Source: an optimization exercise on an open RTL-to-GDS flow (aim: small area). Production flows keep margins and buffers that such runs may drop.
Function was checked by simulation only, so behaviour that the tests miss may differ from the original.
Power figures rest on the tool's default switching activity, not on a simulated workload.

run 1:
## tetris_core
module tetris_core (
    input  logic        clk,
    input  logic        rst_n,
    input  logic [2:0]  cmd,
    input  logic        cmd_req,
    output logic        cmd_ack,
    input  logic [2:0]  next_piece,
    output logic        playing,
    output logic        game_over,
    output logic [15:0] score,
    output logic [2:0]  cur_piece,
    output logic [3:0]  piece_x,
    output logic [4:0]  piece_y,
    output logic [1:0]  piece_rot,
    input  logic [4:0]  row_sel,
    output logic [9:0]  row_bits
);
For scale: about 1,600 cells after synthesis, roughly 250 flip-flops, ~57 I/O pins, roughly 13,000 µm² of cells after synthesis.
==> flow/config.mk <==
export PLATFORM = sky130hd
export DESIGN_NAME = tetris_core
export DESIGN_NICKNAME = tetris_core
export VERILOG_FILES = /design/flow/design.v
export SDC_FILE = /design/flow/constraint.sdc
export NUM_CORES = 4
export LEC_CHECK = 0
export CAP_MARGIN = 20
export CELL_PAD_IN_SITES_DETAIL_PLACEMENT = 1
export CELL_PAD_IN_SITES_GLOBAL_PLACEMENT = 1
export CORE_MARGIN = 2
export CORE_UTILIZATION = 40
export SLEW_MARGIN = 20
==> flow/constraint.sdc <==
create_clock -name core_clock -period 10.0 [get_ports {clk}]
set_input_delay 2.0000 -clock core_clock [delete_from_list [all_inputs] [get_ports {clk}]]
set_output_delay 2.0000 -clock core_clock [all_outputs]
set_load 0.01 [all_outputs]
standard.sh (not shown) runs the stock make flow with config.mk's settings and CLKGATE_MAP_FILE= SYNTH_SCRIPT=/design/flow/synth_recipe.tcl, a recipe that flattens the netlist after the stock synthesis.
==> flow/flow/run.sh <==
#!/bin/bash
# Standard ORFS layout with an area-oriented ABC mapping (no adder
# extraction, no buffering or upsizing in ABC), small port buffers and a
# clock tree without dummy loads.
set -uo pipefail
here=$(pwd)
export FLOW_ABC_SCRIPT=$here/flow/area.script
bash standard.sh \
  SYNTH_SCRIPT=$here/flow/synth.tcl \
  ADDER_MAP_FILE= \
  "BUFFER_PORTS_ARGS=-buffer_cell sky130_fd_sc_hd__buf_1" \
  "CTS_ARGS=-sink_clustering_enable -repair_clock_nets -dont_use_dummy_load -buf_list sky130_fd_sc_hd__clkbuf_8 -sink_clustering_size 20 -sink_clustering_max_diameter 60" \
  finish > $here/orfs_make.log 2>&1
==> flow/flow/area.script <==
strash
dc2
resub -K 8
dc2
&get -n
&st
&dch
&nf -R 1000 -p -C 32
&put
==> flow/flow/synth.tcl <==
# synth_recipe.tcl with one change: the ABC mapping script is the area
# script beside this file instead of ORFS's speed script
proc synth {args} { yosys synth -nofsm -noshare {*}$args }
proc abc {args} {
  set i [lsearch -exact $args -script]
  if { $i >= 0 } {
    lset args [expr {$i + 1}] $::env(FLOW_ABC_SCRIPT)
  }
  yosys abc {*}$args
}
source $::env(SCRIPTS_DIR)/synth.tcl
# left out here: clear keep_hierarchy, flatten, clean up, hide names made inside functions, write 1_2_yosys.v
Modified inputs, run 2 compared to run 1
diff --git a/flow/flow/run.sh b/flow/flow/run.sh
--- a/flow/flow/run.sh
+++ b/flow/flow/run.sh
@@ -11,3 +11,3 @@
   "BUFFER_PORTS_ARGS=-buffer_cell sky130_fd_sc_hd__buf_1" \
-  "CTS_ARGS=-sink_clustering_enable -repair_clock_nets -dont_use_dummy_load -buf_list sky130_fd_sc_hd__clkbuf_8 -sink_clustering_size 20 -sink_clustering_max_diameter 60" \
+  "CTS_ARGS=-sink_clustering_enable -repair_clock_nets -dont_use_dummy_load -buf_list sky130_fd_sc_hd__clkbuf_8 -sink_clustering_size 12 -sink_clustering_max_diameter 90" \
   finish > $here/orfs_make.log 2>&1
diff --git a/flow/config.mk b/flow/config.mk
--- a/flow/config.mk
+++ b/flow/config.mk
@@ -7,3 +7,3 @@
 export LEC_CHECK = 0
-export CAP_MARGIN = 20
+export CAP_MARGIN = 5
 export CELL_PAD_IN_SITES_DETAIL_PLACEMENT = 1
@@ -12,2 +12,4 @@
 export CORE_UTILIZATION = 40
-export SLEW_MARGIN = 20
+export GPL_TIMING_DRIVEN = 0
+export SETUP_SLACK_MARGIN = 0.9
+export SLEW_MARGIN = 5
Notes after the runs:
- Diff run 1 -> run 2: initial antenna violation count decreased 4, global-route usage now sits lower, violation count after the first detailed-route iteration went down by 108, highest attainable clock frequency climbed 0.0033 GHz.
- Complete run, failing final checks: run 2, reason max-capacitance violations, max-slew violations.
- Between run 1 and run 2, the flow reports area of all placed cells without fillers decreasing slightly.
- Run 2 vs run 1, clock period minus final worst setup slack went down by 0.27 ns.
Setup changes, run 2 to run 3
==> flow/flow/area.script <==
&get -n
&st
&dch
&nf -R 1000 -p -C 32
&put
strash
&get -n
&st
&dch
&nf -R 1000 -p -C 32
&put
diff --git a/flow/config.mk b/flow/config.mk
--- a/flow/config.mk
+++ b/flow/config.mk
@@ -7,3 +7,3 @@
 export LEC_CHECK = 0
-export CAP_MARGIN = 5
+export CAP_MARGIN = 20
 export CELL_PAD_IN_SITES_DETAIL_PLACEMENT = 1
@@ -14,2 +14,2 @@
 export SETUP_SLACK_MARGIN = 0.9
-export SLEW_MARGIN = 5
+export SLEW_MARGIN = 20
Run 3 reached the end of the flow, and the finished layout is clean on the timing, design-rule and antenna checks.
Changes observed in run 3 relative to run 2: final worst slack now sits higher; total number of multi-input combinational cells -3.6%; routed via count divided by cell count now sits lower.
Run 2 → run 3: critical path buffer and inverter count shows an increase of 1, final critical delay including setup and external delays went down 0.69 ns.
Of the two values seen for destination of the critical timing path, i_game_ctrl.piece_y[1] was produced by run 3 and i_game_ctrl.piece_rot[1] by run 2.
Of the two values seen for cell with the largest stage delay on the worst path, sky130_fd_sc_hd__and2_0 was produced by run 3 and sky130_fd_sc_hd__o21ai_0 by run 2.
Fmax: run 3 above run 2
Design area (higher): run 2
Looking at share of the final layout cell area in multi-input gates, run 3 sits 1.8 points below run 2.
Edits applied to the flow inputs when going from run 3 to run 4:
diff --git a/flow/flow/run.sh b/flow/flow/run.sh
--- a/flow/flow/run.sh
+++ b/flow/flow/run.sh
@@ -11,3 +11,3 @@
   "BUFFER_PORTS_ARGS=-buffer_cell sky130_fd_sc_hd__buf_1" \
-  "CTS_ARGS=-sink_clustering_enable -repair_clock_nets -dont_use_dummy_load -buf_list sky130_fd_sc_hd__clkbuf_8 -sink_clustering_size 12 -sink_clustering_max_diameter 90" \
+  "CTS_ARGS=-sink_clustering_enable -repair_clock_nets -dont_use_dummy_load -buf_list sky130_fd_sc_hd__clkbuf_8 -sink_clustering_size 20 -sink_clustering_max_diameter 60" \
   finish > $here/orfs_make.log 2>&1
==> flow/flow/area.script <==
strash
dc2
resub -K 8
dc2
&get -n
&st
&dch
&nf -R 1000 -p -C 32
&put
diff --git a/flow/config.mk b/flow/config.mk
--- a/flow/config.mk
+++ b/flow/config.mk
@@ -13,3 +13,2 @@
 export GPL_TIMING_DRIVEN = 0
-export SETUP_SLACK_MARGIN = 0.9
 export SLEW_MARGIN = 20
Findings:
Number of gates resized after cts in run 4 is 1 above run 3.
Layout filler cell count: run 4 lower than run 3
Taking run 3 as the reference, in run 4 die area up about 0.7%, relative slew slack up 4.0 points, share of the clock period used by the worst path up 12 points, die height up about 0.36%, share of cell area taken by muxes after synthesis down 0.17 points.
Compared with run 3, run 4 shows a slack of the critical path that is 1.18 ns lower.

========
Starting RTL as in the previous note.
clock: 10.0 ns
lec_check: 0
cap_margin: 20
cell_pad_in_sites_detail_placement: 1
cell_pad_in_sites_global_placement: 1
core_margin: 2
core_utilization: 40
gpl_timing_driven: 0
slew_margin: 20
==> flow/flow/run.sh <==
#!/bin/bash
# Standard ORFS layout with an area-oriented ABC mapping (no adder
# extraction, no buffering or upsizing in ABC), small port buffers and a
# clock tree without dummy loads.
set -uo pipefail
here=$(pwd)
export FLOW_ABC_SCRIPT=$here/flow/area.script
bash standard.sh \
  SYNTH_SCRIPT=$here/flow/synth.tcl \
  ADDER_MAP_FILE= \
  "BUFFER_PORTS_ARGS=-buffer_cell sky130_fd_sc_hd__buf_1" \
  "CTS_ARGS=-sink_clustering_enable -repair_clock_nets -dont_use_dummy_load -buf_list sky130_fd_sc_hd__clkbuf_8 -sink_clustering_size 12 -sink_clustering_max_diameter 90" \
  finish > $here/orfs_make.log 2>&1
==> flow/flow/area.script <==
strash
dc2
resub -K 8
dc2
&get -n
&st
&dch
&nf -R 1000 -p -C 32
&put
Scripts as last shown in full above: flow/flow/synth.tcl
The baseline went through all stages and came out clean.
==> next run, changes <==
Settings changed: SETUP_SLACK_MARGIN from default to 0.9.
=>
- sequential share of layout area came out lower by 0.16 points
- count of clock-buffer cells in the layout is unchanged
- setup slack gets better by 1000 ps
- total power came out higher slightly
- non-clock buffer count is unchanged
- global-route usage is about the same
- hold slack barely changes
==> next run, changes <==
--- a/flow/flow/run.sh
+++ b/flow/flow/run.sh
@@ -11,3 +11,3 @@
   "BUFFER_PORTS_ARGS=-buffer_cell sky130_fd_sc_hd__buf_1" \
-  "CTS_ARGS=-sink_clustering_enable -repair_clock_nets -dont_use_dummy_load -buf_list sky130_fd_sc_hd__clkbuf_8 -sink_clustering_size 12 -sink_clustering_max_diameter 90" \
+  "CTS_ARGS=-sink_clustering_enable -repair_clock_nets -dont_use_dummy_load -buf_list sky130_fd_sc_hd__clkbuf_8 -sink_clustering_size 14 -sink_clustering_max_diameter 120" \
   finish > $here/orfs_make.log 2>&1
==> flow/flow/area.script (replaced) <==
&get -n
&st
&dch
&nf -R 1000 -p -C 32
&put
strash
&get -n
&st
&dch
&nf -R 1000 -p -C 32
&put
=> Clock-buffer cell count decreases by 3. Die area is lower by 0.71%. Setup slack gets better by 430 ps. Fmax rises by 5.2%. Worst hold slack got worse by 4.6 ps.

what the ideal ports hide:
How much do the figures lean on ideal ports? The routed layouts below were timed once more, with nothing changed but the port constraints.
Step 1 (the two cells are an assumption about what drives the block):
set clk [get_ports {clk}]
set_driving_cell -lib_cell sky130_fd_sc_hd__clkbuf_16 $clk
set_driving_cell -lib_cell sky130_fd_sc_hd__buf_2 [delete_from_list [all_inputs] $clk]
Step 2 times the ports against the registers' clock, not the clock port: input delays grow and output delays shrink by t, the midpoint of the rising clock arrivals with the driver on.
Three values: ideal ports, drivers, drivers and shift; two values: the first two.
| run | t (ns) | slack for setup (ns) | hold slack, ns | worst setup path at the end |
|---|---|---|---|---|
| run 1 | 0.695 | 0.883 / 0.909 / 0.214 | 0.463 / 0.463 / 0.463 | input to register |
| run 2 | 0.641 | 1.152 / 1.183 / 0.542 | 0.472 / 0.472 / 0.472 | input to register |
| run 3 | 0.633 | 1.838 / 1.863 / 1.230 | 0.467 / 0.467 / 0.467 | input to register |
| run 4 | 0.675 | 0.655 / 0.683 / 0.008 | 0.462 / 0.462 / 0.462 | input to register |
| the first run of note 2 | 0.669 | 0.351 / 0.379 / -0.290 | 0.470 / 0.470 / 0.470 | input to register |
| the second run of note 2 | 0.667 | 1.347 / 1.374 / 0.707 | 0.470 / 0.470 / 0.470 | input to register |
| the third run of note 2 | 0.624 | 1.776 / 1.799 / 1.175 | 0.466 / 0.466 / 0.466 | input to register |
Met with ideal ports but missed after step 2: setup timing in the first run of note 2. For run 1, which loses most, drivers alone change the setup slack by +0.026 ns; drivers and shift together by -0.669 ns.
